This is an optimization exercise on Yosys and OpenROAD, whose aim is small area, not a production implementation. Where RTL was checked, it was by simulation tests only, not by an equivalence proof against the original. For run 3, only the layout was checked, not whether the RTL still works. Power figures rest on the tool's default switching activity, not on a simulated workload.

## flow/design.v (module list and top-level ports; edited modules follow where they fit)
// module pid_sat: 16 lines
// module pid_fa: 10 lines
// module pid_ha: 9 lines
// module pid_controller_param: 106 lines
// module pid_sub: 19 lines
// module pid_inc: 14 lines
// module pid_booth: 37 lines
// module pid_tree: 378 lines
// module pid_cpa: 202 lines
// module pid_cmp: 151 lines
module pid_controller_param #(
  parameter int DW   = pid_pkg::DEF_DW,
  parameter int FRAC = pid_pkg::DEF_FRAC,
  parameter int ACCW = 2*DW+4
) (
  input  logic                 clk,
  input  logic                 rst,
  input  logic                 en,
  input  logic                 clear,
  input  logic signed [DW-1:0] setpoint,
  input  logic signed [DW-1:0] feedback,
  input  logic signed [DW-1:0] kp,
  input  logic signed [DW-1:0] ki,
  input  logic signed [DW-1:0] kd,
  input  logic [ACCW-2:0]      int_limit,
  input  logic [15:0]          clk_times,
  output logic signed [DW-1:0] control_signal,
  output logic                 valid,
  output logic                 busy,
  output logic                 overrun
);
  // ...
==> flow/flow/run.sh <==
#!/bin/bash
# Standard synthesis; then the combinational logic re-mapped for area by ABC
# (registers, full/half adder cells and tie cells kept exactly as synthesized).
# Re-mapping is tried with 1 to 3 passes; each result gets a quick pre-layout
# timing estimate, and the smallest one whose estimate is within the margin is
# kept (the fastest if none is). Then the standard layout, with the smallest
# buffer on the ports. Each tool logs to a file of its own here.
set -euo pipefail
export BUFFER_PORTS_ARGS="-buffer_cell sky130_fd_sc_hd__buf_1"
bash standard.sh synth > log_synth.log 2>&1
R=orfs/results/$FLOW_PLATFORM/pid_controller_param/base
P=$FLOW_HOME/platforms/$FLOW_PLATFORM
LIB=$P/lib/sky130_fd_sc_hd__tt_025C_1v80.lib
cp $R/1_2_yosys.v std_netlist.v
KEEP=$(grep -oE "sky130_fd_sc_hd__(df|edf|sdf|dl|fa_|ha_|conb)[a-z0-9_]*" std_netlist.v | sort -u | tr '\n' ' ')
MARGIN=-0.5
: > remap_choice.txt
for n in 1 2 3; do
  : > remap_$n.abc
  for i in $(seq 1 $n); do cat flow/remap.abc >> remap_$n.abc; done
  sed -e "s|@LIB@|$LIB|g" -e "s|@KEEP@|$KEEP|" -e "s|@TOP@|$FLOW_TOP|g" \
      -e "s|flow/remap.abc|remap_$n.abc|" -e "s|remap_stat.txt|remap_stat_$n.txt|" \
      -e "s|remap_netlist.v|remap_netlist_$n.v|" -e "s|remap_pre.txt|remap_pre_$n.txt|" \
      flow/remap.ys.in > remap_$n.ys
  yosys -l log_remap_$n.log -s remap_$n.ys > /dev/null
  a=$(awk '/Chip area for module/ {print $NF}' remap_stat_$n.txt | tail -1)
  PSTA_TLEF=$P/lef/sky130_fd_sc_hd.tlef PSTA_LEF=$P/lef/sky130_fd_sc_hd_merged.lef PSTA_LIB=$LIB \
  PSTA_NETLIST=remap_netlist_$n.v PSTA_TOP=$FLOW_TOP PSTA_SDC=$FLOW_SDC \
    openroad -no_init -exit flow/psta.tcl > log_psta_$n.log 2>&1 || true
  s=$(awk '/^BENCHPSTA/ {print $2}' log_psta_$n.log | tail -1)
  [[ -n "$s" ]] || s=-1000
  echo "$n $a $s" >> remap_choice.txt
done
best=$(awk -v m=$MARGIN '
  { if ($3 >= m && (ba == "" || $2 < ba)) { ba = $2; bn = $1 }
    if (fs == "" || $3 > fs) { fs = $3; fn = $1 } }
  END { print (bn != "" ? bn : fn) }' remap_choice.txt)
echo "chosen $best" >> remap_choice.txt
cp remap_netlist_$best.v $R/1_2_yosys.v
rm -f $R/1_synth.odb $R/1_synth.sdc
bash standard.sh > log_flow.log 2>&1
==> flow/flow/psta.tcl <==
read_lef $::env(PSTA_TLEF)
read_lef $::env(PSTA_LEF)
read_liberty $::env(PSTA_LIB)
read_verilog $::env(PSTA_NETLIST)
link_design $::env(PSTA_TOP)
read_sdc $::env(PSTA_SDC)
buffer_ports -buffer_cell sky130_fd_sc_hd__buf_1
repair_design
puts "BENCHPSTA [sta::worst_slack -max]"
==> flow/flow/remap.abc <==
&get -n
&st
&dch
&nf -R 1000
&put
==> flow/flow/remap.ys.in <==
# Re-map the combinational logic of the standard synthesis netlist for area.
# Registers, full/half adders and tie cells are kept as blackboxes, untouched.
read_liberty -ignore_miss_func -ignore_miss_dir @LIB@
read_verilog std_netlist.v
hierarchy -top @TOP@
blackbox @KEEP@
flatten
hierarchy -top @TOP@
opt_clean -purge
tee -o remap_pre.txt stat
abc -liberty @LIB@ -script flow/remap.abc -dont_use sky130_fd_sc_hd__lpflow_bleeder_1 -dont_use sky130_fd_sc_hd__lpflow_clkbufkapwr_1 -dont_use sky130_fd_sc_hd__lpflow_clkbufkapwr_16 -dont_use sky130_fd_sc_hd__lpflow_clkbufkapwr_2 -dont_use sky130_fd_sc_hd__lpflow_clkbufkapwr_4 -dont_use sky130_fd_sc_hd__lpflow_clkbufkapwr_8 -dont_use sky130_fd_sc_hd__lpflow_clkinvkapwr_1 -dont_use sky130_fd_sc_hd__lpflow_clkinvkapwr_16 -dont_use sky130_fd_sc_hd__lpflow_clkinvkapwr_2 -dont_use sky130_fd_sc_hd__lpflow_clkinvkapwr_4 -dont_use sky130_fd_sc_hd__lpflow_clkinvkapwr_8 -dont_use sky130_fd_sc_hd__lpflow_decapkapwr_12 -dont_use sky130_fd_sc_hd__lpflow_decapkapwr_3 -dont_use sky130_fd_sc_hd__lpflow_decapkapwr_4 -dont_use sky130_fd_sc_hd__lpflow_decapkapwr_6 -dont_use sky130_fd_sc_hd__lpflow_decapkapwr_8 -dont_use sky130_fd_sc_hd__lpflow_inputiso0n_1 -dont_use sky130_fd_sc_hd__lpflow_inputiso0p_1 -dont_use sky130_fd_sc_hd__lpflow_inputiso1n_1 -dont_use sky130_fd_sc_hd__lpflow_inputiso1p_1 -dont_use sky130_fd_sc_hd__lpflow_inputisolatch_1 -dont_use sky130_fd_sc_hd__lpflow_isobufsrc_1 -dont_use sky130_fd_sc_hd__lpflow_isobufsrc_16 -dont_use sky130_fd_sc_hd__lpflow_isobufsrc_2 -dont_use sky130_fd_sc_hd__lpflow_isobufsrc_4 -dont_use sky130_fd_sc_hd__lpflow_isobufsrc_8 -dont_use sky130_fd_sc_hd__lpflow_isobufsrckapwr_16 -dont_use sky130_fd_sc_hd__lpflow_lsbuf_lh_hl_isowell_tap_1 -dont_use sky130_fd_sc_hd__lpflow_lsbuf_lh_hl_isowell_tap_2 -dont_use sky130_fd_sc_hd__lpflow_lsbuf_lh_hl_isowell_tap_4 -dont_use sky130_fd_sc_hd__lpflow_lsbuf_lh_isowell_4 -dont_use sky130_fd_sc_hd__lpflow_lsbuf_lh_isowell_tap_1 -dont_use sky130_fd_sc_hd__lpflow_lsbuf_lh_isowell_tap_2 -dont_use sky130_fd_sc_hd__lpflow_lsbuf_lh_isowell_tap_4 -dont_use sky130_fd_sc_hd__probe_p_8 -dont_use sky130_fd_sc_hd__probec_p_8 
opt_clean -purge
hilomap -singleton -hicell sky130_fd_sc_hd__conb_1 HI -locell sky130_fd_sc_hd__conb_1 LO
rename -hide w:*.*
opt_clean -purge
tee -o remap_stat.txt stat -liberty @LIB@
write_verilog -noattr -nohex -nodec remap_netlist.v
==> flow/standard.sh <==
#!/bin/bash
# synth_recipe.tcl (not shown) runs the flow's synth.tcl, then flattens the netlist and writes it again
# the make line also repeats each setting of config.mk as NAME=value (left out here)
make -C /OpenROAD-flow-scripts/flow DESIGN_CONFIG=/design/flow/config.mk WORK_HOME=/design/flow/orfs CLKGATE_MAP_FILE= SYNTH_SCRIPT=/design/flow/synth_recipe.tcl "${@:-finish}"
==> flow/config.mk <==
export PLATFORM = sky130hd
export DESIGN_NAME = pid_controller_param
export DESIGN_NICKNAME = pid_controller_param
export VERILOG_FILES = /design/flow/design.v
export SDC_FILE = /design/flow/constraint.sdc
export NUM_CORES = 4
export LEC_CHECK = 0
export ABC_AREA = 1
export CAP_MARGIN = 20
export CORE_MARGIN = 2
export CORE_UTILIZATION = 65
export CTS_BUF_LIST = sky130_fd_sc_hd__clkbuf_8
export SLEW_MARGIN = 20
export SYNTH_HIERARCHICAL = 1
==> flow/constraint.sdc <==
create_clock -name core_clock -period 13.5 [get_ports {clk}]
set_input_delay 2.7000 -clock core_clock [delete_from_list [all_inputs] [get_ports {clk}]]
set_output_delay 2.7000 -clock core_clock [all_outputs]
set_load 0.01 [all_outputs]
==> qor.yml, run 1 <==
wire_per_inst_um: 20.6
dp_slack_ns: 0.966
inv_count: 31
detail-route-antenna-nets: 0
seq_share_pct: 24.8
largest_class: "multi-input gates"
clockBufferDepth: 2
powerComb_mw: 1.20
use_met2_pct: 56.2
ir_drop_mv: 0.267
grt_overflow_total: 0
p_clk_mw: 0.399
tap_cells: 280
hold_end: "ctrl_q[7]"
layout_commonest_cell: "fa_1"
layoutNonFillerInstCount: 1854
critPathMaxFanout: 71
port_buffers: 153
ioPinCount: 154
cts_resized: 0
status: "timing/DRC/antenna clean"
grt_usage_pct: 33.8
clkTransAtPathRegs_ns: 0.10
power_leader: "combinational cells"
fin_hold_ws_ns: 0.497
cts_sinks: 140
==> run 2: changes to the inputs <==
--- a/flow/flow/run.sh
+++ b/flow/flow/run.sh
@@ -1,7 +1,7 @@
 #!/bin/bash
 # Standard synthesis; then the combinational logic re-mapped for area by ABC
 # (registers, full/half adder cells and tie cells kept exactly as synthesized).
-# Re-mapping is tried with 1 to 3 passes; each result gets a quick pre-layout
+# Re-mapping is tried with two ABC scripts and 1 to 3 passes of each; each result gets a quick pre-layout
 # timing estimate, and the smallest one whose estimate is within the margin is
 # kept (the fastest if none is). Then the standard layout, with the smallest
 # buffer on the ports. Each tool logs to a file of its own here.
@@ -15,9 +15,12 @@
 KEEP=$(grep -oE "sky130_fd_sc_hd__(df|edf|sdf|dl|fa_|ha_|conb)[a-z0-9_]*" std_netlist.v | sort -u | tr '\n' ' ')
 MARGIN=-0.5
 : > remap_choice.txt
-for n in 1 2 3; do
+for v in a b; do
+for k in 1 2 3; do
+  n=$v$k
+  src=flow/remap.abc; [[ $v == b ]] && src=flow/remap_b.abc
   : > remap_$n.abc
-  for i in $(seq 1 $n); do cat flow/remap.abc >> remap_$n.abc; done
+  for i in $(seq 1 $k); do cat $src >> remap_$n.abc; done
   sed -e "s|@LIB@|$LIB|g" -e "s|@KEEP@|$KEEP|" -e "s|@TOP@|$FLOW_TOP|g" \
       -e "s|flow/remap.abc|remap_$n.abc|" -e "s|remap_stat.txt|remap_stat_$n.txt|" \
       -e "s|remap_netlist.v|remap_netlist_$n.v|" -e "s|remap_pre.txt|remap_pre_$n.txt|" \
@@ -31,6 +34,7 @@
   [[ -n "$s" ]] || s=-1000
   echo "$n $a $s" >> remap_choice.txt
 done
+done
 best=$(awk -v m=$MARGIN '
   { if ($3 >= m && (ba == "" || $2 < ba)) { ba = $2; bn = $1 }
     if (fs == "" || $3 > fs) { fs = $3; fn = $1 } }
==> flow/flow/remap_b.abc (new file) <==
&get -n
&st
&dch -f
&nf -R 1000
&put
==> run 2 against run 1 <==
  * Cell area did not move
  * Setup slack did not move
  * Cell count did not move
  * Combinational power barely moved
  * Sequential power barely moved
  * Critical endpoint unchanged
  * Largest power group unchanged
==> qor.yml, run 2 <==
synth_warnings: 9
area_growth_pct: 12.1
cap_violations: 0
critPathKind: "primary input to flop"
place_area_um2: 15700
grt_max_degree: 72
r2r_cells: 44
clkTransAtPathRegs_ns: 0.10  # about the same
dr.max_layer_used: "met4"
hold_buffers: 0
syn_area_um2: 14400
drive_gt1_share_pct: 5.08
core-area_um2: 21800
final.setup.tns_ns: 0
relSlewSlack_pct: 27.3
ioPinCount: 154  # unchanged
top_register: "acc_q"
wl_met3_um: 3330
synth_nets: 1740
cts.root.buffer_cell: "clkbuf_8"
hold_path.class: "flop to flop"
finalCriticalPeriod_ns: 12.19
grt_pass1_wl_um: 61900
cts_buffers: 17
cts_resized: 0  # unchanged
die_h_um: 153
cts_tree: "done"
detail-route-antenna-nets: 0  # unchanged
m1WireLength_um: 15000
mostFrequentLayoutCells: "fa_1, buf_1, nand2_1, xor2_1, o22ai_1"
grt_usage_pct: 33.8  # unchanged
crit_path_end_kind: "flop"
diodes: 0
hold_viol: 0
drt_iter0_drc: 1044
status: "timing/DRC/antenna clean"
endpoint: "acc_q[1]"
period_share_pct: 90.3
grt_pass1_vias: 11800
register_area_um2: 4010
met2_length_um: 18500
rsz0062_at_grt: "false"
cpPeakStageDelay_ns: 0.65
crit_slowest_cell: "buf_4"
post_cts_buffers: 0
fin_ws_ns: 1.31
fmax_mhz: 82.0
rr_endpoint: "acc_q[1]"
cp.arrival_ns: 12.40
num_rows: 54
layout_commonest_cell: "fa_1"
final_nets: 1957
worstPathRequired_ns: 13.71
antenna_found_initial: 0
cp-startpoint: "kp[15]"
syn_inst: 1344
syn_avg_cell_area_um2: 10.7
wire_per_inst_um: 20.6  # unchanged
die_width_um: 153
drc_errors: 0
grt_overflow_total: 0  # unchanged
dp_hpwl_um: 27500
power.density_nw_per_um2: 133
cts_sinks: 140  # unchanged
leakagePower_nw: 6.71
tightest_slew_ns: 1.09
critPathMaxFanout: 71  # unchanged
dr.pass1.iters: 7
start_util_pct: 66.1
ir_drop_mv: 0.267  # unchanged
place_congestion: 0.953
regToRegStartpoint: "st_q[2]"
start_kind: "primary input"
vias_per_cell: 6.19
htreeDepth: 4
multiInputGateArea_um2: 10300
drv_slew: 0
clockBufferDepth: 2  # unchanged
port_buffers: 153  # unchanged
final-setup-viol-count: 0
fill_cells: 1638
dr_total_vias: 11500
clock_skew_ns: 0.0218
reg_top3: "acc_q (36), t_q (33)"
dp_slack_ns: 0.966  # unchanged
rrSetupSlack_ns: 1.84
wl_um: 38200
clk_latency_ns: 0.49
die_area_um2: 23400
largest_reg_flops: 36
final_cell_area_um2: 16200
## run 2: cell type report
class | instances | area share [%]
Tap cell | 280 | 2.17
Inverter | 31 | 0.727
Multi-Input combinational cell | 1173 | 63.9
Clock inverter | 15 | 1.29
Sequential cell | 140 | 24.8
Timing Repair Buffer | 198 | 5.64
Clock buffer | 17 | 1.45
## run 2: layer usage
| layer | vias up | GRT usage, % |
|---|---|---|
| li1 | 5266 | - |
| met1 | 5576 | 43.4 |
| met2 | 528 | 56.2 |
| met3 | 103 | 7.14 |
| met4 | 0 | 14.1 |
| met5 | - | 0 |
## run 2: through the flow
stage / total power, mW / hold WS, ns / util, % / cells
floorplan: 1.43 / 0.450 / - / 1344
global placement: 1.73 / 0.470 / 72.1 / 1822
detailed placement: 1.75 / 0.481 / 72.1 / 1822
CTS: 2.16 / 0.503 / 74.1 / 1854
global route: 2.31 / 0.527 / 74.1 / 1854
finish: 2.16 / 0.497 / 74.1 / 1854
## run 2: how the worst min path moves through the flow
stage / startpoint / slack (ns) / depth (start not counted) / end
finish: ctrl_q[7] / 0.50 / 2 / ctrl_q[7]
global route: ctrl_q[0] / 0.53 / 2 / ctrl_q[0]
CTS: pe_v / 0.50 / 2 / pe_v
detailed placement: pe_v / 0.48 / 2 / pe_v
global placement: pe_v / 0.47 / 2 / pe_v
floorplan: pe_v / 0.45 / 2 / pe_v
## run 2: worst max-delay path, delay by kind of cell
kind / cells / cell delay [ns]
AOI/OAI and AO/OA: 16 / 3.50
xor gates and xnor gates: 3 / 0.76
adders and majority gates: 7 / 2.69
and+or+nand+nor: 7 / 0.99
buffers and inverters: 4 / 1.69
## run 2: power breakdown
group	total (mW)	leakage (nW)	switching, mW	internal (mW)
logic	1.20	5.07	0.717	0.483
clock network	0.399	0.230	0.193	0.205
registers	0.558	1.41	0.0127	0.545
total	2.16	6.71	0.922	1.23
==> module pid_controller_param, before the edit <==
module pid_controller_param #(
  parameter int DW   = pid_pkg::DEF_DW,
  parameter int FRAC = pid_pkg::DEF_FRAC,
  parameter int ACCW = 2*DW+4
) (
  input  logic                 clk,
  input  logic                 rst,
  input  logic                 en,
  input  logic                 clear,
  input  logic signed [DW-1:0] setpoint,
  input  logic signed [DW-1:0] feedback,
  input  logic signed [DW-1:0] kp,
  input  logic signed [DW-1:0] ki,
  input  logic signed [DW-1:0] kd,
  input  logic [ACCW-2:0]      int_limit,
  input  logic [15:0]          clk_times,
  output logic signed [DW-1:0] control_signal,
  output logic                 valid,
  output logic                 busy,
  output logic                 overrun
);
  logic [2:0]       st_q;
  logic [15:0]      cnt_q;
  logic [15:0]      e_q;       
  logic [15:0]      pe_q;      
  logic             pe_v;      
  logic [35:0]      acc_q;     
  logic             acc_c;     
  logic             acc_v;     
  logic [32:0]      t_q;       
  logic [15:0]      ctrl_q;
  logic             overrun_q;
  logic s_idle, s_p, s_i, s_d, s_sum, s_post, tick;
  assign s_idle = ~st_q[2] & ~st_q[0];             
  assign s_p    = st_q[1] & st_q[0] & ~st_q[2];
  assign s_i    = st_q[2] & st_q[0];
  assign s_d    = st_q[2] & st_q[1] & ~st_q[0];
  assign s_sum  = st_q[2] & ~st_q[1];
  assign s_post = st_q[1] & ~st_q[2] & ~st_q[0];
  logic [15:0] sub_a, sub_b, sub_sat;
  assign sub_a = s_i ? e_q  : setpoint;
  assign sub_b = s_i ? pe_q : feedback;
  pid_sub u_sub (.a(sub_a), .b(sub_b), .d(sub_sat));
  logic [15:0] cnt_inc;
  pid_inc u_inc (.a(cnt_q), .y(cnt_inc));
  assign tick = en && (cnt_q == clk_times);
  logic [127:0] pp;
  logic [7:0]   ppn, neg;
  pid_booth u_booth (.kp(kp), .ki(ki), .kd(kd), .sel_p(~s_i & ~s_d & ~s_sum), .sel_i(s_i),
                     .sel_d(s_d), .e(e_q), .pp(pp), .ppn(ppn), .neg(neg));
  logic        xen, yen, xc;
  logic [35:0] xa;
  logic [32:0] yt;
  assign xen = (s_i | s_sum) & acc_v;
  assign yen = s_d | s_sum;
  assign xa  = acc_q & {36{xen}};
  assign xc  = acc_c & xen;
  assign yt  = t_q & {33{yen}};
  logic [36:0] ra, rb, sum;
  logic        clamp, csgn;
  pid_tree u_tree (.pp(pp), .ppn(ppn), .neg(neg), .xa(xa), .xc(xc), .yt(yt), .ra(ra), .rb(rb));
  pid_cpa  u_cpa  (.a(ra), .b(rb), .s(sum));
  pid_cmp  u_cmp  (.s(sum), .lim(int_limit), .clamp(clamp));
  assign csgn = sum[36];
  logic [15:0] out_sat;
  pid_sat #(.IN_W(28), .OUT_W(16)) u_sat_out (.din(sum[35:8]), .dout(out_sat));
  always_ff @(posedge clk or posedge rst) begin
    if (rst) begin
      st_q      <= 3'b000;
      cnt_q     <= '0;
      pe_v      <= 1'b0;
      acc_v     <= 1'b0;
      ctrl_q    <= '0;
      overrun_q <= 1'b0;
    end else begin
      cnt_q     <= (!en || tick) ? 16'd0 : cnt_inc;
      overrun_q <= tick && !s_idle;
      if (s_idle) st_q <= {2'b00, tick};
      else if (s_sum) st_q <= 3'b010;
      else st_q <= {st_q[1:0], ~st_q[2]};
      if (s_i) pe_v <= 1'b1;
      else if (clear) pe_v <= 1'b0;
      if (clear) acc_v <= 1'b0;
      else if (s_i) acc_v <= 1'b1;
      if (s_sum) ctrl_q <= out_sat;
    end
  end
  always_ff @(posedge clk) begin
    if ((s_idle && tick) || (s_i && !clear && pe_v)) e_q <= sub_sat;
    if (s_i) pe_q <= e_q;
    if (s_i) begin
      if (clamp) begin
        acc_q <= {csgn, int_limit ^ {35{csgn}}};
        acc_c <= csgn;
      end else begin
        acc_q <= sum[35:0];
        acc_c <= 1'b0;
      end
    end
    if (s_p || s_d) t_q <= sum[32:0];
  end
  assign control_signal = ctrl_q;
  assign valid          = s_post;
  assign busy           = ~s_idle;
  assign overrun        = overrun_q;
endmodule
==> module pid_cpa, before the edit <==
module pid_cpa (
  input  logic [36:0] a,
  input  logic [36:0] b,
  output logic [36:0] s
);
  logic [36:0] p, g;
  logic rc355;
  pid_ha u_r0 (.a(a[0]), .b(b[0]), .s(s[0]), .co(rc355));
  logic rc356;
  pid_fa u_r1 (.a(a[1]), .b(b[1]), .c(rc355), .s(s[1]), .co(rc356));
  logic rc357;
  pid_fa u_r2 (.a(a[2]), .b(b[2]), .c(rc356), .s(s[2]), .co(rc357));
  logic rc358;
  pid_fa u_r3 (.a(a[3]), .b(b[3]), .c(rc357), .s(s[3]), .co(rc358));
  pid_ha u_pg4 (.a(a[4]), .b(b[4]), .s(p[4]), .co(g[4]));
  pid_ha u_pg5 (.a(a[5]), .b(b[5]), .s(p[5]), .co(g[5]));
  pid_ha u_pg6 (.a(a[6]), .b(b[6]), .s(p[6]), .co(g[6]));
  pid_ha u_pg7 (.a(a[7]), .b(b[7]), .s(p[7]), .co(g[7]));
  pid_ha u_pg8 (.a(a[8]), .b(b[8]), .s(p[8]), .co(g[8]));
  pid_ha u_pg9 (.a(a[9]), .b(b[9]), .s(p[9]), .co(g[9]));
  pid_ha u_pg10 (.a(a[10]), .b(b[10]), .s(p[10]), .co(g[10]));
  pid_ha u_pg11 (.a(a[11]), .b(b[11]), .s(p[11]), .co(g[11]));
  pid_ha u_pg12 (.a(a[12]), .b(b[12]), .s(p[12]), .co(g[12]));
  pid_ha u_pg13 (.a(a[13]), .b(b[13]), .s(p[13]), .co(g[13]));
  pid_ha u_pg14 (.a(a[14]), .b(b[14]), .s(p[14]), .co(g[14]));
  pid_ha u_pg15 (.a(a[15]), .b(b[15]), .s(p[15]), .co(g[15]));
  pid_ha u_pg16 (.a(a[16]), .b(b[16]), .s(p[16]), .co(g[16]));
  pid_ha u_pg17 (.a(a[17]), .b(b[17]), .s(p[17]), .co(g[17]));
  pid_ha u_pg18 (.a(a[18]), .b(b[18]), .s(p[18]), .co(g[18]));
  pid_ha u_pg19 (.a(a[19]), .b(b[19]), .s(p[19]), .co(g[19]));
  pid_ha u_pg20 (.a(a[20]), .b(b[20]), .s(p[20]), .co(g[20]));
  pid_ha u_pg21 (.a(a[21]), .b(b[21]), .s(p[21]), .co(g[21]));
  pid_ha u_pg22 (.a(a[22]), .b(b[22]), .s(p[22]), .co(g[22]));
  pid_ha u_pg23 (.a(a[23]), .b(b[23]), .s(p[23]), .co(g[23]));
  pid_ha u_pg24 (.a(a[24]), .b(b[24]), .s(p[24]), .co(g[24]));
  pid_ha u_pg25 (.a(a[25]), .b(b[25]), .s(p[25]), .co(g[25]));
  pid_ha u_pg26 (.a(a[26]), .b(b[26]), .s(p[26]), .co(g[26]));
  pid_ha u_pg27 (.a(a[27]), .b(b[27]), .s(p[27]), .co(g[27]));
  pid_ha u_pg28 (.a(a[28]), .b(b[28]), .s(p[28]), .co(g[28]));
  pid_ha u_pg29 (.a(a[29]), .b(b[29]), .s(p[29]), .co(g[29]));
  pid_ha u_pg30 (.a(a[30]), .b(b[30]), .s(p[30]), .co(g[30]));
  pid_ha u_pg31 (.a(a[31]), .b(b[31]), .s(p[31]), .co(g[31]));
  pid_ha u_pg32 (.a(a[32]), .b(b[32]), .s(p[32]), .co(g[32]));
  pid_ha u_pg33 (.a(a[33]), .b(b[33]), .s(p[33]), .co(g[33]));
  pid_ha u_pg34 (.a(a[34]), .b(b[34]), .s(p[34]), .co(g[34]));
  pid_ha u_pg35 (.a(a[35]), .b(b[35]), .s(p[35]), .co(g[35]));
  assign p[36] = a[36];
  assign g[36] = 1'b0;
  wire bg359 = g[4] | (p[4] & rc358);
  wire bp360 = p[4] & 1'b0;
  wire bg361 = g[6] | (p[6] & g[5]);
  wire bp362 = p[6] & p[5];
  wire bg363 = g[8] | (p[8] & g[7]);
  wire bp364 = p[8] & p[7];
  wire bg365 = g[10] | (p[10] & g[9]);
  wire bp366 = p[10] & p[9];
  wire bg367 = g[12] | (p[12] & g[11]);
  wire bp368 = p[12] & p[11];
  wire bg369 = g[14] | (p[14] & g[13]);
  wire bp370 = p[14] & p[13];
  wire bg371 = g[16] | (p[16] & g[15]);
  wire bp372 = p[16] & p[15];
  wire bg373 = g[18] | (p[18] & g[17]);
  wire bp374 = p[18] & p[17];
  wire bg375 = g[20] | (p[20] & g[19]);
  wire bp376 = p[20] & p[19];
  wire bg377 = g[22] | (p[22] & g[21]);
  wire bp378 = p[22] & p[21];
  wire bg379 = g[24] | (p[24] & g[23]);
  wire bp380 = p[24] & p[23];
  wire bg381 = g[26] | (p[26] & g[25]);
  wire bp382 = p[26] & p[25];
  wire bg383 = g[28] | (p[28] & g[27]);
  wire bp384 = p[28] & p[27];
  wire bg385 = g[30] | (p[30] & g[29]);
  wire bp386 = p[30] & p[29];
  wire bg387 = g[32] | (p[32] & g[31]);
  wire bp388 = p[32] & p[31];
  wire bg389 = g[34] | (p[34] & g[33]);
  wire bp390 = p[34] & p[33];
  wire bg391 = g[36] | (p[36] & g[35]);
  wire bp392 = p[36] & p[35];
  wire bg393 = bg361 | (bp362 & bg359);
  wire bp394 = bp362 & bp360;
  wire bg395 = bg365 | (bp366 & bg363);
  wire bp396 = bp366 & bp364;
  wire bg397 = bg369 | (bp370 & bg367);
  wire bp398 = bp370 & bp368;
  wire bg399 = bg373 | (bp374 & bg371);
  wire bp400 = bp374 & bp372;
  wire bg401 = bg377 | (bp378 & bg375);
  wire bp402 = bp378 & bp376;
  wire bg403 = bg381 | (bp382 & bg379);
  wire bp404 = bp382 & bp380;
  wire bg405 = bg385 | (bp386 & bg383);
  wire bp406 = bp386 & bp384;
  wire bg407 = bg389 | (bp390 & bg387);
  wire bp408 = bp390 & bp388;
  wire bg409 = bg395 | (bp396 & bg393);
  wire bp410 = bp396 & bp394;
  wire bg411 = bg399 | (bp400 & bg397);
  wire bp412 = bp400 & bp398;
  wire bg413 = bg403 | (bp404 & bg401);
  wire bp414 = bp404 & bp402;
  wire bg415 = bg407 | (bp408 & bg405);
  wire bp416 = bp408 & bp406;
  wire bg417 = bg411 | (bp412 & bg409);
  wire bp418 = bp412 & bp410;
  wire bg419 = bg415 | (bp416 & bg413);
  wire bp420 = bp416 & bp414;
  wire bg421 = bg419 | (bp420 & bg417);
  wire bp422 = bp420 & bp418;
  wire bg423 = bg413 | (bp414 & bg417);
  wire bp424 = bp414 & bp418;
  wire bg425 = bg397 | (bp398 & bg409);
  wire bp426 = bp398 & bp410;
  wire bg427 = bg401 | (bp402 & bg417);
  wire bp428 = bp402 & bp418;
  wire bg429 = bg405 | (bp406 & bg423);
  wire bp430 = bp406 & bp424;
  wire bg431 = bg363 | (bp364 & bg393);
  wire bp432 = bp364 & bp394;
  wire bg433 = bg367 | (bp368 & bg409);
  wire bp434 = bp368 & bp410;
  wire bg435 = bg371 | (bp372 & bg425);
  wire bp436 = bp372 & bp426;
  wire bg437 = bg375 | (bp376 & bg417);
  wire bp438 = bp376 & bp418;
  wire bg439 = bg379 | (bp380 & bg427);
  wire bp440 = bp380 & bp428;
  wire bg441 = bg383 | (bp384 & bg423);
  wire bp442 = bp384 & bp424;
  wire bg443 = bg387 | (bp388 & bg429);
  wire bp444 = bp388 & bp430;
  wire bg445 = bg391 | (bp392 & bg421);
  wire bp446 = bp392 & bp422;
  wire bg447 = g[5] | (p[5] & bg359);
  wire bp448 = p[5] & bp360;
  wire bg449 = g[7] | (p[7] & bg393);
  wire bp450 = p[7] & bp394;
  wire bg451 = g[9] | (p[9] & bg431);
  wire bp452 = p[9] & bp432;
  wire bg453 = g[11] | (p[11] & bg409);
  wire bp454 = p[11] & bp410;
  wire bg455 = g[13] | (p[13] & bg433);
  wire bp456 = p[13] & bp434;
  wire bg457 = g[15] | (p[15] & bg425);
  wire bp458 = p[15] & bp426;
  wire bg459 = g[17] | (p[17] & bg435);
  wire bp460 = p[17] & bp436;
  wire bg461 = g[19] | (p[19] & bg417);
  wire bp462 = p[19] & bp418;
  wire bg463 = g[21] | (p[21] & bg437);
  wire bp464 = p[21] & bp438;
  wire bg465 = g[23] | (p[23] & bg427);
  wire bp466 = p[23] & bp428;
  wire bg467 = g[25] | (p[25] & bg439);
  wire bp468 = p[25] & bp440;
  wire bg469 = g[27] | (p[27] & bg423);
  wire bp470 = p[27] & bp424;
  wire bg471 = g[29] | (p[29] & bg441);
  wire bp472 = p[29] & bp442;
  wire bg473 = g[31] | (p[31] & bg429);
  wire bp474 = p[31] & bp430;
  wire bg475 = g[33] | (p[33] & bg443);
  wire bp476 = p[33] & bp444;
  wire bg477 = g[35] | (p[35] & bg421);
  wire bp478 = p[35] & bp422;
  assign s[4] = p[4] ^ rc358;
  assign s[5] = p[5] ^ bg359;
  assign s[6] = p[6] ^ bg447;
  assign s[7] = p[7] ^ bg393;
  assign s[8] = p[8] ^ bg449;
  assign s[9] = p[9] ^ bg431;
  assign s[10] = p[10] ^ bg451;
  assign s[11] = p[11] ^ bg409;
  assign s[12] = p[12] ^ bg453;
  assign s[13] = p[13] ^ bg433;
  assign s[14] = p[14] ^ bg455;
  assign s[15] = p[15] ^ bg425;
  assign s[16] = p[16] ^ bg457;
  assign s[17] = p[17] ^ bg435;
  assign s[18] = p[18] ^ bg459;
  assign s[19] = p[19] ^ bg417;
  assign s[20] = p[20] ^ bg461;
  assign s[21] = p[21] ^ bg437;
  assign s[22] = p[22] ^ bg463;
  assign s[23] = p[23] ^ bg427;
  assign s[24] = p[24] ^ bg465;
  assign s[25] = p[25] ^ bg439;
  assign s[26] = p[26] ^ bg467;
  assign s[27] = p[27] ^ bg423;
  assign s[28] = p[28] ^ bg469;
  assign s[29] = p[29] ^ bg441;
  assign s[30] = p[30] ^ bg471;
  assign s[31] = p[31] ^ bg429;
  assign s[32] = p[32] ^ bg473;
  assign s[33] = p[33] ^ bg443;
  assign s[34] = p[34] ^ bg475;
  assign s[35] = p[35] ^ bg421;
  assign s[36] = p[36] ^ bg477;
endmodule
==> module pid_cmp, before the edit <==
module pid_cmp (
  input  logic [36:0] s,
  input  logic [34:0] lim,
  output logic clamp
);
  logic [35:0] m;
  assign m = s[35:0] ^ {36{s[36]}};
  wire kg0 = m[0] & ~lim[0];
  wire kp0 = m[0] | ~lim[0];
  wire kg1 = m[1] & ~lim[1];
  wire kp1 = m[1] | ~lim[1];
  wire kg2 = m[2] & ~lim[2];
  wire kp2 = m[2] | ~lim[2];
  wire kg3 = m[3] & ~lim[3];
  wire kp3 = m[3] | ~lim[3];
  wire kg4 = m[4] & ~lim[4];
  wire kp4 = m[4] | ~lim[4];
  wire kg5 = m[5] & ~lim[5];
  wire kp5 = m[5] | ~lim[5];
  wire kg6 = m[6] & ~lim[6];
  wire kp6 = m[6] | ~lim[6];
  wire kg7 = m[7] & ~lim[7];
  wire kp7 = m[7] | ~lim[7];
  wire kg8 = m[8] & ~lim[8];
  wire kp8 = m[8] | ~lim[8];
  wire kg9 = m[9] & ~lim[9];
  wire kp9 = m[9] | ~lim[9];
  wire kg10 = m[10] & ~lim[10];
  wire kp10 = m[10] | ~lim[10];
  wire kg11 = m[11] & ~lim[11];
  wire kp11 = m[11] | ~lim[11];
  wire kg12 = m[12] & ~lim[12];
  wire kp12 = m[12] | ~lim[12];
  wire kg13 = m[13] & ~lim[13];
  wire kp13 = m[13] | ~lim[13];
  wire kg14 = m[14] & ~lim[14];
  wire kp14 = m[14] | ~lim[14];
  wire kg15 = m[15] & ~lim[15];
  wire kp15 = m[15] | ~lim[15];
  wire kg16 = m[16] & ~lim[16];
  wire kp16 = m[16] | ~lim[16];
  wire kg17 = m[17] & ~lim[17];
  wire kp17 = m[17] | ~lim[17];
  wire kg18 = m[18] & ~lim[18];
  wire kp18 = m[18] | ~lim[18];
  wire kg19 = m[19] & ~lim[19];
  wire kp19 = m[19] | ~lim[19];
  wire kg20 = m[20] & ~lim[20];
  wire kp20 = m[20] | ~lim[20];
  wire kg21 = m[21] & ~lim[21];
  wire kp21 = m[21] | ~lim[21];
  wire kg22 = m[22] & ~lim[22];
  wire kp22 = m[22] | ~lim[22];
  wire kg23 = m[23] & ~lim[23];
  wire kp23 = m[23] | ~lim[23];
  wire kg24 = m[24] & ~lim[24];
  wire kp24 = m[24] | ~lim[24];
  wire kg25 = m[25] & ~lim[25];
  wire kp25 = m[25] | ~lim[25];
  wire kg26 = m[26] & ~lim[26];
  wire kp26 = m[26] | ~lim[26];
  wire kg27 = m[27] & ~lim[27];
  wire kp27 = m[27] | ~lim[27];
  wire kg28 = m[28] & ~lim[28];
  wire kp28 = m[28] | ~lim[28];
  wire kg29 = m[29] & ~lim[29];
  wire kp29 = m[29] | ~lim[29];
  wire kg30 = m[30] & ~lim[30];
  wire kp30 = m[30] | ~lim[30];
  wire kg31 = m[31] & ~lim[31];
  wire kp31 = m[31] | ~lim[31];
  wire kg32 = m[32] & ~lim[32];
  wire kp32 = m[32] | ~lim[32];
  wire kg33 = m[33] & ~lim[33];
  wire kp33 = m[33] | ~lim[33];
  wire kg34 = m[34] & ~lim[34];
  wire kp34 = m[34] | ~lim[34];
  wire kg479 = kg0 | (kp0 & s[36]);
  wire kp480 = kp0 & 1'b1;
  wire kg481 = kg2 | (kp2 & kg1);
  wire kp482 = kp2 & kp1;
  wire kg483 = kg4 | (kp4 & kg3);
  wire kp484 = kp4 & kp3;
  wire kg485 = kg6 | (kp6 & kg5);
  wire kp486 = kp6 & kp5;
  wire kg487 = kg8 | (kp8 & kg7);
  wire kp488 = kp8 & kp7;
  wire kg489 = kg10 | (kp10 & kg9);
  wire kp490 = kp10 & kp9;
  wire kg491 = kg12 | (kp12 & kg11);
  wire kp492 = kp12 & kp11;
  wire kg493 = kg14 | (kp14 & kg13);
  wire kp494 = kp14 & kp13;
  wire kg495 = kg16 | (kp16 & kg15);
  wire kp496 = kp16 & kp15;
  wire kg497 = kg18 | (kp18 & kg17);
  wire kp498 = kp18 & kp17;
  wire kg499 = kg20 | (kp20 & kg19);
  wire kp500 = kp20 & kp19;
  wire kg501 = kg22 | (kp22 & kg21);
  wire kp502 = kp22 & kp21;
  wire kg503 = kg24 | (kp24 & kg23);
  wire kp504 = kp24 & kp23;
  wire kg505 = kg26 | (kp26 & kg25);
  wire kp506 = kp26 & kp25;
  wire kg507 = kg28 | (kp28 & kg27);
  wire kp508 = kp28 & kp27;
  wire kg509 = kg30 | (kp30 & kg29);
  wire kp510 = kp30 & kp29;
  wire kg511 = kg32 | (kp32 & kg31);
  wire kp512 = kp32 & kp31;
  wire kg513 = kg34 | (kp34 & kg33);
  wire kp514 = kp34 & kp33;
  wire kg515 = kg481 | (kp482 & kg479);
  wire kp516 = kp482 & kp480;
  wire kg517 = kg485 | (kp486 & kg483);
  wire kp518 = kp486 & kp484;
  wire kg519 = kg489 | (kp490 & kg487);
  wire kp520 = kp490 & kp488;
  wire kg521 = kg493 | (kp494 & kg491);
  wire kp522 = kp494 & kp492;
  wire kg523 = kg497 | (kp498 & kg495);
  wire kp524 = kp498 & kp496;
  wire kg525 = kg501 | (kp502 & kg499);
  wire kp526 = kp502 & kp500;
  wire kg527 = kg505 | (kp506 & kg503);
  wire kp528 = kp506 & kp504;
  wire kg529 = kg509 | (kp510 & kg507);
  wire kp530 = kp510 & kp508;
  wire kg531 = kg513 | (kp514 & kg511);
  wire kp532 = kp514 & kp512;
  wire kg533 = kg517 | (kp518 & kg515);
  wire kp534 = kp518 & kp516;
  wire kg535 = kg521 | (kp522 & kg519);
  wire kp536 = kp522 & kp520;
  wire kg537 = kg525 | (kp526 & kg523);
  wire kp538 = kp526 & kp524;
  wire kg539 = kg529 | (kp530 & kg527);
  wire kp540 = kp530 & kp528;
  wire kg541 = m[35] | (1'b1 & kg531);
  wire kp542 = 1'b1 & kp532;
  wire kg543 = kg535 | (kp536 & kg533);
  wire kp544 = kp536 & kp534;
  wire kg545 = kg539 | (kp540 & kg537);
  wire kp546 = kp540 & kp538;
  wire kg547 = kg545 | (kp546 & kg543);
  wire kp548 = kp546 & kp544;
  wire kg549 = kg541 | (kp542 & kg547);
  wire kp550 = kp542 & kp548;
  assign clamp = kg549;
endmodule
==> run 3: changes to the inputs <==
--- a/flow/design.v
+++ b/flow/design.v
@@ -90,14 +90,13 @@
   logic             acc_v;     
   logic [32:0]      t_q;       
   logic [15:0]      ctrl_q;
-  logic             overrun_q;
-  logic s_idle, s_p, s_i, s_d, s_sum, s_post, tick;
-  assign s_idle = ~st_q[2] & ~st_q[0];             
-  assign s_p    = st_q[1] & st_q[0] & ~st_q[2];
+  logic             valid_q, overrun_q;
+  logic s_idle, s_p, s_i, s_d, s_sum, tick;
+  assign s_idle = ~st_q[2] & ~st_q[0];
+  assign s_p    = st_q[1] & ~st_q[2];
   assign s_i    = st_q[2] & st_q[0];
-  assign s_d    = st_q[2] & st_q[1] & ~st_q[0];
+  assign s_d    = st_q[1] & ~st_q[0];
   assign s_sum  = st_q[2] & ~st_q[1];
-  assign s_post = st_q[1] & ~st_q[2] & ~st_q[0];
   logic [15:0] sub_a, sub_b, sub_sat;
   assign sub_a = s_i ? e_q  : setpoint;
   assign sub_b = s_i ? pe_q : feedback;
@@ -132,13 +131,17 @@
       pe_v      <= 1'b0;
       acc_v     <= 1'b0;
       ctrl_q    <= '0;
+      valid_q   <= 1'b0;
       overrun_q <= 1'b0;
     end else begin
       cnt_q     <= (!en || tick) ? 16'd0 : cnt_inc;
+      valid_q   <= s_sum;
       overrun_q <= tick && !s_idle;
-      if (s_idle) st_q <= {2'b00, tick};
-      else if (s_sum) st_q <= 3'b010;
-      else st_q <= {st_q[1:0], ~st_q[2]};
+      if (s_idle) begin
+        if (tick) st_q <= 3'b001;
+      end else begin
+        st_q <= {st_q[1:0], ~st_q[2]};
+      end
       if (s_i) pe_v <= 1'b1;
       else if (clear) pe_v <= 1'b0;
       if (clear) acc_v <= 1'b0;
@@ -161,7 +164,7 @@
     if (s_p || s_d) t_q <= sum[32:0];
   end
   assign control_signal = ctrl_q;
-  assign valid          = s_post;
+  assign valid          = valid_q;
   assign busy           = ~s_idle;
   assign overrun        = overrun_q;
 endmodule
@@ -627,8 +630,10 @@
   pid_fa u_r2 (.a(a[2]), .b(b[2]), .c(rc356), .s(s[2]), .co(rc357));
   logic rc358;
   pid_fa u_r3 (.a(a[3]), .b(b[3]), .c(rc357), .s(s[3]), .co(rc358));
-  pid_ha u_pg4 (.a(a[4]), .b(b[4]), .s(p[4]), .co(g[4]));
-  pid_ha u_pg5 (.a(a[5]), .b(b[5]), .s(p[5]), .co(g[5]));
+  logic rc359;
+  pid_fa u_r4 (.a(a[4]), .b(b[4]), .c(rc358), .s(s[4]), .co(rc359));
+  logic rc360;
+  pid_fa u_r5 (.a(a[5]), .b(b[5]), .c(rc359), .s(s[5]), .co(rc360));
   pid_ha u_pg6 (.a(a[6]), .b(b[6]), .s(p[6]), .co(g[6]));
   pid_ha u_pg7 (.a(a[7]), .b(b[7]), .s(p[7]), .co(g[7]));
   pid_ha u_pg8 (.a(a[8]), .b(b[8]), .s(p[8]), .co(g[8]));
@@ -661,10 +666,8 @@
   pid_ha u_pg35 (.a(a[35]), .b(b[35]), .s(p[35]), .co(g[35]));
   assign p[36] = a[36];
   assign g[36] = 1'b0;
-  wire bg359 = g[4] | (p[4] & rc358);
-  wire bp360 = p[4] & 1'b0;
-  wire bg361 = g[6] | (p[6] & g[5]);
-  wire bp362 = p[6] & p[5];
+  wire bg361 = g[6] | (p[6] & rc360);
+  wire bp362 = p[6] & 1'b0;
   wire bg363 = g[8] | (p[8] & g[7]);
   wire bp364 = p[8] & p[7];
   wire bg365 = g[10] | (p[10] & g[9]);
@@ -695,22 +698,22 @@
   wire bp390 = p[34] & p[33];
   wire bg391 = g[36] | (p[36] & g[35]);
   wire bp392 = p[36] & p[35];
-  wire bg393 = bg361 | (bp362 & bg359);
-  wire bp394 = bp362 & bp360;
-  wire bg395 = bg365 | (bp366 & bg363);
-  wire bp396 = bp366 & bp364;
-  wire bg397 = bg369 | (bp370 & bg367);
-  wire bp398 = bp370 & bp368;
-  wire bg399 = bg373 | (bp374 & bg371);
-  wire bp400 = bp374 & bp372;
-  wire bg401 = bg377 | (bp378 & bg375);
-  wire bp402 = bp378 & bp376;
-  wire bg403 = bg381 | (bp382 & bg379);
-  wire bp404 = bp382 & bp380;
-  wire bg405 = bg385 | (bp386 & bg383);
-  wire bp406 = bp386 & bp384;
-  wire bg407 = bg389 | (bp390 & bg387);
-  wire bp408 = bp390 & bp388;
+  wire bg393 = bg363 | (bp364 & bg361);
+  wire bp394 = bp364 & bp362;
+  wire bg395 = bg367 | (bp368 & bg365);
+  wire bp396 = bp368 & bp366;
+  wire bg397 = bg371 | (bp372 & bg369);
+  wire bp398 = bp372 & bp370;
+  wire bg399 = bg375 | (bp376 & bg373);
+  wire bp400 = bp376 & bp374;
+  wire bg401 = bg379 | (bp380 & bg377);
+  wire bp402 = bp380 & bp378;
+  wire bg403 = bg383 | (bp384 & bg381);
+  wire bp404 = bp384 & bp382;
+  wire bg405 = bg387 | (bp388 & bg385);
+  wire bp406 = bp388 & bp386;
+  wire bg407 = bg391 | (bp392 & bg389);
+  wire bp408 = bp392 & bp390;
   wire bg409 = bg395 | (bp396 & bg393);
   wire bp410 = bp396 & bp394;
   wire bg411 = bg399 | (bp400 & bg397);
@@ -733,87 +736,81 @@
   wire bp428 = bp402 & bp418;
   wire bg429 = bg405 | (bp406 & bg423);
   wire bp430 = bp406 & bp424;
-  wire bg431 = bg363 | (bp364 & bg393);
-  wire bp432 = bp364 & bp394;
-  wire bg433 = bg367 | (bp368 & bg409);
-  wire bp434 = bp368 & bp410;
-  wire bg435 = bg371 | (bp372 & bg425);
-  wire bp436 = bp372 & bp426;
-  wire bg437 = bg375 | (bp376 & bg417);
-  wire bp438 = bp376 & bp418;
-  wire bg439 = bg379 | (bp380 & bg427);
-  wire bp440 = bp380 & bp428;
-  wire bg441 = bg383 | (bp384 & bg423);
-  wire bp442 = bp384 & bp424;
-  wire bg443 = bg387 | (bp388 & bg429);
-  wire bp444 = bp388 & bp430;
-  wire bg445 = bg391 | (bp392 & bg421);
-  wire bp446 = bp392 & bp422;
-  wire bg447 = g[5] | (p[5] & bg359);
-  wire bp448 = p[5] & bp360;
-  wire bg449 = g[7] | (p[7] & bg393);
-  wire bp450 = p[7] & bp394;
-  wire bg451 = g[9] | (p[9] & bg431);
-  wire bp452 = p[9] & bp432;
-  wire bg453 = g[11] | (p[11] & bg409);
-  wire bp454 = p[11] & bp410;
-  wire bg455 = g[13] | (p[13] & bg433);
-  wire bp456 = p[13] & bp434;
-  wire bg457 = g[15] | (p[15] & bg425);
-  wire bp458 = p[15] & bp426;
-  wire bg459 = g[17] | (p[17] & bg435);
-  wire bp460 = p[17] & bp436;
-  wire bg461 = g[19] | (p[19] & bg417);
-  wire bp462 = p[19] & bp418;
-  wire bg463 = g[21] | (p[21] & bg437);
-  wire bp464 = p[21] & bp438;
-  wire bg465 = g[23] | (p[23] & bg427);
-  wire bp466 = p[23] & bp428;
-  wire bg467 = g[25] | (p[25] & bg439);
-  wire bp468 = p[25] & bp440;
-  wire bg469 = g[27] | (p[27] & bg423);
-  wire bp470 = p[27] & bp424;
-  wire bg471 = g[29] | (p[29] & bg441);
-  wire bp472 = p[29] & bp442;
-  wire bg473 = g[31] | (p[31] & bg429);
-  wire bp474 = p[31] & bp430;
-  wire bg475 = g[33] | (p[33] & bg443);
-  wire bp476 = p[33] & bp444;
-  wire bg477 = g[35] | (p[35] & bg421);
-  wire bp478 = p[35] & bp422;
-  assign s[4] = p[4] ^ rc358;
-  assign s[5] = p[5] ^ bg359;
-  assign s[6] = p[6] ^ bg447;
-  assign s[7] = p[7] ^ bg393;
-  assign s[8] = p[8] ^ bg449;
-  assign s[9] = p[9] ^ bg431;
-  assign s[10] = p[10] ^ bg451;
-  assign s[11] = p[11] ^ bg409;
-  assign s[12] = p[12] ^ bg453;
-  assign s[13] = p[13] ^ bg433;
-  assign s[14] = p[14] ^ bg455;
-  assign s[15] = p[15] ^ bg425;
-  assign s[16] = p[16] ^ bg457;
-  assign s[17] = p[17] ^ bg435;
-  assign s[18] = p[18] ^ bg459;
-  assign s[19] = p[19] ^ bg417;
-  assign s[20] = p[20] ^ bg461;
-  assign s[21] = p[21] ^ bg437;
-  assign s[22] = p[22] ^ bg463;
-  assign s[23] = p[23] ^ bg427;
-  assign s[24] = p[24] ^ bg465;
-  assign s[25] = p[25] ^ bg439;
-  assign s[26] = p[26] ^ bg467;
-  assign s[27] = p[27] ^ bg423;
-  assign s[28] = p[28] ^ bg469;
-  assign s[29] = p[29] ^ bg441;
-  assign s[30] = p[30] ^ bg471;
-  assign s[31] = p[31] ^ bg429;
-  assign s[32] = p[32] ^ bg473;
-  assign s[33] = p[33] ^ bg443;
-  assign s[34] = p[34] ^ bg475;
-  assign s[35] = p[35] ^ bg421;
-  assign s[36] = p[36] ^ bg477;
+  wire bg431 = bg365 | (bp366 & bg393);
+  wire bp432 = bp366 & bp394;
+  wire bg433 = bg369 | (bp370 & bg409);
+  wire bp434 = bp370 & bp410;
+  wire bg435 = bg373 | (bp374 & bg425);
+  wire bp436 = bp374 & bp426;
+  wire bg437 = bg377 | (bp378 & bg417);
+  wire bp438 = bp378 & bp418;
+  wire bg439 = bg381 | (bp382 & bg427);
+  wire bp440 = bp382 & bp428;
+  wire bg441 = bg385 | (bp386 & bg423);
+  wire bp442 = bp386 & bp424;
+  wire bg443 = bg389 | (bp390 & bg429);
+  wire bp444 = bp390 & bp430;
+  wire bg445 = g[7] | (p[7] & bg361);
+  wire bp446 = p[7] & bp362;
+  wire bg447 = g[9] | (p[9] & bg393);
+  wire bp448 = p[9] & bp394;
+  wire bg449 = g[11] | (p[11] & bg431);
+  wire bp450 = p[11] & bp432;
+  wire bg451 = g[13] | (p[13] & bg409);
+  wire bp452 = p[13] & bp410;
+  wire bg453 = g[15] | (p[15] & bg433);
+  wire bp454 = p[15] & bp434;
+  wire bg455 = g[17] | (p[17] & bg425);
+  wire bp456 = p[17] & bp426;
+  wire bg457 = g[19] | (p[19] & bg435);
+  wire bp458 = p[19] & bp436;
+  wire bg459 = g[21] | (p[21] & bg417);
+  wire bp460 = p[21] & bp418;
+  wire bg461 = g[23] | (p[23] & bg437);
+  wire bp462 = p[23] & bp438;
+  wire bg463 = g[25] | (p[25] & bg427);
+  wire bp464 = p[25] & bp428;
+  wire bg465 = g[27] | (p[27] & bg439);
+  wire bp466 = p[27] & bp440;
+  wire bg467 = g[29] | (p[29] & bg423);
+  wire bp468 = p[29] & bp424;
+  wire bg469 = g[31] | (p[31] & bg441);
+  wire bp470 = p[31] & bp442;
+  wire bg471 = g[33] | (p[33] & bg429);
+  wire bp472 = p[33] & bp430;
+  wire bg473 = g[35] | (p[35] & bg443);
+  wire bp474 = p[35] & bp444;
+  assign s[6] = p[6] ^ rc360;
+  assign s[7] = p[7] ^ bg361;
+  assign s[8] = p[8] ^ bg445;
+  assign s[9] = p[9] ^ bg393;
+  assign s[10] = p[10] ^ bg447;
+  assign s[11] = p[11] ^ bg431;
+  assign s[12] = p[12] ^ bg449;
+  assign s[13] = p[13] ^ bg409;
+  assign s[14] = p[14] ^ bg451;
+  assign s[15] = p[15] ^ bg433;
+  assign s[16] = p[16] ^ bg453;
+  assign s[17] = p[17] ^ bg425;
+  assign s[18] = p[18] ^ bg455;
+  assign s[19] = p[19] ^ bg435;
+  assign s[20] = p[20] ^ bg457;
+  assign s[21] = p[21] ^ bg417;
+  assign s[22] = p[22] ^ bg459;
+  assign s[23] = p[23] ^ bg437;
+  assign s[24] = p[24] ^ bg461;
+  assign s[25] = p[25] ^ bg427;
+  assign s[26] = p[26] ^ bg463;
+  assign s[27] = p[27] ^ bg439;
+  assign s[28] = p[28] ^ bg465;
+  assign s[29] = p[29] ^ bg423;
+  assign s[30] = p[30] ^ bg467;
+  assign s[31] = p[31] ^ bg441;
+  assign s[32] = p[32] ^ bg469;
+  assign s[33] = p[33] ^ bg429;
+  assign s[34] = p[34] ^ bg471;
+  assign s[35] = p[35] ^ bg443;
+  assign s[36] = p[36] ^ bg473;
 endmodule
 module pid_cmp (
   input  logic [36:0] s,
@@ -892,77 +889,77 @@
   wire kp33 = m[33] | ~lim[33];
   wire kg34 = m[34] & ~lim[34];
   wire kp34 = m[34] | ~lim[34];
-  wire kg479 = kg0 | (kp0 & s[36]);
-  wire kp480 = kp0 & 1'b1;
-  wire kg481 = kg2 | (kp2 & kg1);
-  wire kp482 = kp2 & kp1;
-  wire kg483 = kg4 | (kp4 & kg3);
-  wire kp484 = kp4 & kp3;
-  wire kg485 = kg6 | (kp6 & kg5);
-  wire kp486 = kp6 & kp5;
-  wire kg487 = kg8 | (kp8 & kg7);
-  wire kp488 = kp8 & kp7;
-  wire kg489 = kg10 | (kp10 & kg9);
-  wire kp490 = kp10 & kp9;
-  wire kg491 = kg12 | (kp12 & kg11);
-  wire kp492 = kp12 & kp11;
-  wire kg493 = kg14 | (kp14 & kg13);
-  wire kp494 = kp14 & kp13;
-  wire kg495 = kg16 | (kp16 & kg15);
-  wire kp496 = kp16 & kp15;
-  wire kg497 = kg18 | (kp18 & kg17);
-  wire kp498 = kp18 & kp17;
-  wire kg499 = kg20 | (kp20 & kg19);
-  wire kp500 = kp20 & kp19;
-  wire kg501 = kg22 | (kp22 & kg21);
-  wire kp502 = kp22 & kp21;
-  wire kg503 = kg24 | (kp24 & kg23);
-  wire kp504 = kp24 & kp23;
-  wire kg505 = kg26 | (kp26 & kg25);
-  wire kp506 = kp26 & kp25;
-  wire kg507 = kg28 | (kp28 & kg27);
-  wire kp508 = kp28 & kp27;
-  wire kg509 = kg30 | (kp30 & kg29);
-  wire kp510 = kp30 & kp29;
-  wire kg511 = kg32 | (kp32 & kg31);
-  wire kp512 = kp32 & kp31;
-  wire kg513 = kg34 | (kp34 & kg33);
-  wire kp514 = kp34 & kp33;
-  wire kg515 = kg481 | (kp482 & kg479);
-  wire kp516 = kp482 & kp480;
-  wire kg517 = kg485 | (kp486 & kg483);
-  wire kp518 = kp486 & kp484;
-  wire kg519 = kg489 | (kp490 & kg487);
-  wire kp520 = kp490 & kp488;
-  wire kg521 = kg493 | (kp494 & kg491);
-  wire kp522 = kp494 & kp492;
-  wire kg523 = kg497 | (kp498 & kg495);
-  wire kp524 = kp498 & kp496;
-  wire kg525 = kg501 | (kp502 & kg499);
-  wire kp526 = kp502 & kp500;
-  wire kg527 = kg505 | (kp506 & kg503);
-  wire kp528 = kp506 & kp504;
-  wire kg529 = kg509 | (kp510 & kg507);
-  wire kp530 = kp510 & kp508;
-  wire kg531 = kg513 | (kp514 & kg511);
-  wire kp532 = kp514 & kp512;
-  wire kg533 = kg517 | (kp518 & kg515);
-  wire kp534 = kp518 & kp516;
-  wire kg535 = kg521 | (kp522 & kg519);
-  wire kp536 = kp522 & kp520;
-  wire kg537 = kg525 | (kp526 & kg523);
-  wire kp538 = kp526 & kp524;
-  wire kg539 = kg529 | (kp530 & kg527);
-  wire kp540 = kp530 & kp528;
-  wire kg541 = m[35] | (1'b1 & kg531);
-  wire kp542 = 1'b1 & kp532;
-  wire kg543 = kg535 | (kp536 & kg533);
-  wire kp544 = kp536 & kp534;
-  wire kg545 = kg539 | (kp540 & kg537);
-  wire kp546 = kp540 & kp538;
-  wire kg547 = kg545 | (kp546 & kg543);
-  wire kp548 = kp546 & kp544;
-  wire kg549 = kg541 | (kp542 & kg547);
-  wire kp550 = kp542 & kp548;
-  assign clamp = kg549;
+  wire kg475 = kg0 | (kp0 & s[36]);
+  wire kp476 = kp0 & 1'b1;
+  wire kg477 = kg2 | (kp2 & kg1);
+  wire kp478 = kp2 & kp1;
+  wire kg479 = kg4 | (kp4 & kg3);
+  wire kp480 = kp4 & kp3;
+  wire kg481 = kg6 | (kp6 & kg5);
+  wire kp482 = kp6 & kp5;
+  wire kg483 = kg8 | (kp8 & kg7);
+  wire kp484 = kp8 & kp7;
+  wire kg485 = kg10 | (kp10 & kg9);
+  wire kp486 = kp10 & kp9;
+  wire kg487 = kg12 | (kp12 & kg11);
+  wire kp488 = kp12 & kp11;
+  wire kg489 = kg14 | (kp14 & kg13);
+  wire kp490 = kp14 & kp13;
+  wire kg491 = kg16 | (kp16 & kg15);
+  wire kp492 = kp16 & kp15;
+  wire kg493 = kg18 | (kp18 & kg17);
+  wire kp494 = kp18 & kp17;
+  wire kg495 = kg20 | (kp20 & kg19);
+  wire kp496 = kp20 & kp19;
+  wire kg497 = kg22 | (kp22 & kg21);
+  wire kp498 = kp22 & kp21;
+  wire kg499 = kg24 | (kp24 & kg23);
+  wire kp500 = kp24 & kp23;
+  wire kg501 = kg26 | (kp26 & kg25);
+  wire kp502 = kp26 & kp25;
+  wire kg503 = kg28 | (kp28 & kg27);
+  wire kp504 = kp28 & kp27;
+  wire kg505 = kg30 | (kp30 & kg29);
+  wire kp506 = kp30 & kp29;
+  wire kg507 = kg32 | (kp32 & kg31);
+  wire kp508 = kp32 & kp31;
+  wire kg509 = kg34 | (kp34 & kg33);
+  wire kp510 = kp34 & kp33;
+  wire kg511 = kg477 | (kp478 & kg475);
+  wire kp512 = kp478 & kp476;
+  wire kg513 = kg481 | (kp482 & kg479);
+  wire kp514 = kp482 & kp480;
+  wire kg515 = kg485 | (kp486 & kg483);
+  wire kp516 = kp486 & kp484;
+  wire kg517 = kg489 | (kp490 & kg487);
+  wire kp518 = kp490 & kp488;
+  wire kg519 = kg493 | (kp494 & kg491);
+  wire kp520 = kp494 & kp492;
+  wire kg521 = kg497 | (kp498 & kg495);
+  wire kp522 = kp498 & kp496;
+  wire kg523 = kg501 | (kp502 & kg499);
+  wire kp524 = kp502 & kp500;
+  wire kg525 = kg505 | (kp506 & kg503);
+  wire kp526 = kp506 & kp504;
+  wire kg527 = kg509 | (kp510 & kg507);
+  wire kp528 = kp510 & kp508;
+  wire kg529 = kg513 | (kp514 & kg511);
+  wire kp530 = kp514 & kp512;
+  wire kg531 = kg517 | (kp518 & kg515);
+  wire kp532 = kp518 & kp516;
+  wire kg533 = kg521 | (kp522 & kg519);
+  wire kp534 = kp522 & kp520;
+  wire kg535 = kg525 | (kp526 & kg523);
+  wire kp536 = kp526 & kp524;
+  wire kg537 = m[35] | (1'b1 & kg527);
+  wire kp538 = 1'b1 & kp528;
+  wire kg539 = kg531 | (kp532 & kg529);
+  wire kp540 = kp532 & kp530;
+  wire kg541 = kg535 | (kp536 & kg533);
+  wire kp542 = kp536 & kp534;
+  wire kg543 = kg541 | (kp542 & kg539);
+  wire kp544 = kp542 & kp540;
+  wire kg545 = kg537 | (kp538 & kg543);
+  wire kp546 = kp538 & kp544;
+  assign clamp = kg545;
 endmodule
==> flow/flow/run.sh (replaced) <==
#!/bin/bash
# Standard synthesis, then the combinational logic re-mapped for area (registers,
# adder cells and tie cells untouched), then the standard layout with the
# smallest buffer on the ports. Each tool writes its log to a file here.
set -euo pipefail
export BUFFER_PORTS_ARGS="-buffer_cell sky130_fd_sc_hd__buf_1"
bash standard.sh synth > log_synth.log 2>&1
R=orfs/results/$FLOW_PLATFORM/pid_controller_param/base
LIB=$FLOW_HOME/platforms/$FLOW_PLATFORM/lib/sky130_fd_sc_hd__tt_025C_1v80.lib
cp $R/1_2_yosys.v std_netlist.v
KEEP=$(grep -oE "sky130_fd_sc_hd__(df|edf|sdf|dl|fa_|ha_|conb)[a-z0-9_]*" std_netlist.v | sort -u | tr '\n' ' ')
sed -e "s|@LIB@|$LIB|g" -e "s|@KEEP@|$KEEP|" -e "s|@TOP@|$FLOW_TOP|g" flow/remap.ys.in > remap.ys
yosys -l log_remap.log -s remap.ys > /dev/null
cp remap_netlist.v $R/1_2_yosys.v
rm -f $R/1_synth.odb $R/1_synth.sdc
bash standard.sh > log_flow.log 2>&1
removed: flow/flow/psta.tcl
removed: flow/flow/remap_b.abc
==> run 3 against run 2 <==
  * Wire length rose by 1.8%
  * Critical path depth grew 6
  * Sequential power increased by 1%
  * First-iteration DRC count decreased by 24%
  * Register-to-register slack improved by 0.24 ns
  * Largest power group unchanged
==> qor.yml, run 3 <==
grt_use_met3_pct: 6.62  # -0.52 points
hold_path.class: "flop to flop"
antenna_found_initial: 3  # +3
crit_slowest_cell: "buf_4"
hold_viol: 0  # unchanged
status: "timing/DRC/antenna clean"
area_growth_pct: 11.9
fin_ws_ns: 1.17  # -0.138 ns
cap_violations: 0  # unchanged
critPathKind: "primary input to flop"
min_path_cells: 2  # unchanged
start_util_pct: 66.5  # +0.37 points
drc_errors: 0  # unchanged
finalCriticalPeriod_ns: 12.33  # +0.138 ns
place_area_um2: 15900  # +1.0%
crit_path_end_kind: "flop"
crit_buf_inv: 4  # unchanged
rr_endpoint: "acc_q[1]"
cts_tree: "done"
drive_gt1_share_pct: 5.13  # +0.042 points
synth_warnings: 9  # unchanged
hold_buffers: 0  # unchanged
final_nets: 1982  # +1.3%
regToRegStartpoint: "st_q[1]"
cp.arrival_ns: 12.54  # +0.14 ns
wire_per_inst_um: 20.7  # +0.24%
clkTransAtPathRegs_ns: 0.09  # about the same
mostFrequentLayoutCells: "nand2_1, xnor2_1, fa_1, buf_1, a22oi_1"
cts_resized: 0  # unchanged
grt_max_degree: 63  # -13%
drv_slew: 0  # unchanged
dr_total_vias: 11700  # +2.4%
die_area_um2: 23700  # +1.2%
grt_pass1_vias: 12000  # +2.0%
syn_area_um2: 14600  # +1.2%
drt_iter0_drc: 795  # -24%
place_congestion: 0.922  # -3.2%
r2r_cells: 43  # -2.3%
largest_reg_flops: 36  # unchanged
hold_end: "pe_v"
synth_nets: 1766  # +1.5%
grtUsageMet1_pct: 42.8  # -0.68 points
rrSetupSlack_ns: 2.08  # +0.24 ns
cts_sinks: 141  # +0.71%
final-setup-viol-count: 0  # unchanged
relSlewSlack_pct: 45.5  # +18 points
clockBufferDepth: 2  # unchanged
use_met2_pct: 59.9  # +3.7 points
rsz0062_at_grt: "false"
core-area_um2: 22000  # +0.62%
die_h_um: 154  # +0.58%
cts_buffers: 17  # unchanged
post_cts_buffers: 0  # unchanged
ioPinCount: 154  # unchanged
cpPeakStageDelay_ns: 0.65  # about the same
wl_um: 38900  # +1.8%
syn_avg_cell_area_um2: 10.7  # -0.80%
power.density_nw_per_um2: 131  # -1.5%
fin_util_pct: 74.4  # +0.29 points
syn_inst: 1371  # +2.0%
period_share_pct: 91.3  # +1.0 points
leakagePower_nw: 6.45  # -3.8%
die_width_um: 154  # +0.58%
cts.root.buffer_cell: "clkbuf_8"
grt_usage_pct: 34.9  # +1.1 points
dp_slack_ns: 0.681  # -0.285 ns
start_kind: "primary input"
fmax_mhz: 81.1  # -1.1%
vias_per_cell: 6.24  # +0.82%
tightest_slew_ns: 0.815  # -0.275 ns
dr.pass1.iters: 6  # -1
busiest_layer: "met2"
grt_pass1_wl_um: 63500  # +2.6%
ir_drop_mv: 0.191  # -28%
hp-start: "pe_v"
port_buffers: 153  # unchanged
critPathMaxFanout: 47  # -34%
clk_latency_ns: 0.48  # about the same
fin_hold_ws_ns: 0.493  # -0.00382 ns
final_cell_area_um2: 16300  # +1.0%
worstPathRequired_ns: 13.71  # about the same
critPathTopFamily: "simple AND/OR/NAND/NOR gates"
clock_skew_ns: 0.0208  # -0.00102 ns
detail-route-antenna-nets: 0  # unchanged
reg_top3: "acc_q (36), t_q (33)"
grt_overflow_total: 0  # unchanged
num_rows: 54  # unchanged
top_register: "acc_q"
dp_hpwl_um: 28900  # +4.9%
final.setup.tns_ns: 0  # unchanged
htreeDepth: 4  # unchanged
-- run 3: worst max-delay path by stage --
stage | slack (ns) | to | from | cells past startpoint
floorplan | 0.05 | acc_q[0] | st_q[2] | 42
detailed placement | 0.68 | acc_q[19] | kd[1] | 43
CTS | 1.16 | acc_q[16] | kd[1] | 43
global route | 0.30 | acc_q[13] | kd[1] | 43
global placement | 0.99 | acc_q[2] | kd[1] | 43
finish | 1.17 | acc_q[1] | kd[1] | 43
-- run 3: through the flow --
stage | std cells | power [mW]
finish | 1883 | 2.15
global route | 1883 | 2.31
CTS | 1879 | 2.15
detailed placement | 1847 | 1.76
global placement | 1847 | 1.72
floorplan | 1371 | 1.45
-- run 3: area by class of cell --
type | count | area, um^2
Multi-Input combinational cell | 1202 | 10500
Clock inverter | 14 | 180
Sequential cell | 141 | 4040
Inverter | 28 | 108
Timing Repair Buffer | 197 | 905
Clock buffer | 18 | 248
Tap cell | 280 | 350
Antenna cell | 3 | 7.51
Fill cell | 1651 | 5620
-- run 3: tightest hold or removal path, stage by stage, from the launching register on --
cell and delay (ns):
dfrtp_1 0.33, nand2b_1 0.07, nand2_1 0.06
-- run 3: routing by layer --
layer	routed length (um)	vias up
li1	-	5332
met1	14700	5795
met2	19700	509
met3	2610	112
met4	1890	0
met5	0	-
-- run 3: report_power, final --
part           leakage [nW]  internal [mW]  switching [mW]  total [mW]
sequential             1.43          0.552          0.0132       0.565
clock                 0.219          0.192           0.196       0.387
combinational          4.80          0.480           0.714        1.19
total                  6.45           1.22           0.922        2.15

[what the ideal ports hide]
The flow's constraints put no driver on any port. The routed layouts listed below were extracted and timed again, unchanged, in two steps. Step 1 sets driving cells, clkbuf_16 on the clock port and buf_2 on the other inputs (assumed; they add their load-dependent delay and slew). Step 2 times the ports against the registers' clock, not the clock port: input delays grow and output delays shrink by t, the midpoint of the rising clock arrivals with the driver on. a / b / c = no drivers / after step 1 / after step 2; a / b = the first two.
run	t (ns)	slack for setup (ns)	clock arrival spread, ns	worst data-port slew with drivers (ns)	cell pins on the clock port's net
run 1	0.526	1.311 / 1.332 / 0.806	0.022 / 0.021	0.07	1
run 2	0.526	1.311 / 1.332 / 0.806	0.022 / 0.021	0.07	1
run 3	0.516	1.173 / 1.194 / 0.678	0.021 / 0.021	0.10	1
After both steps setup and hold are still met in every run listed.
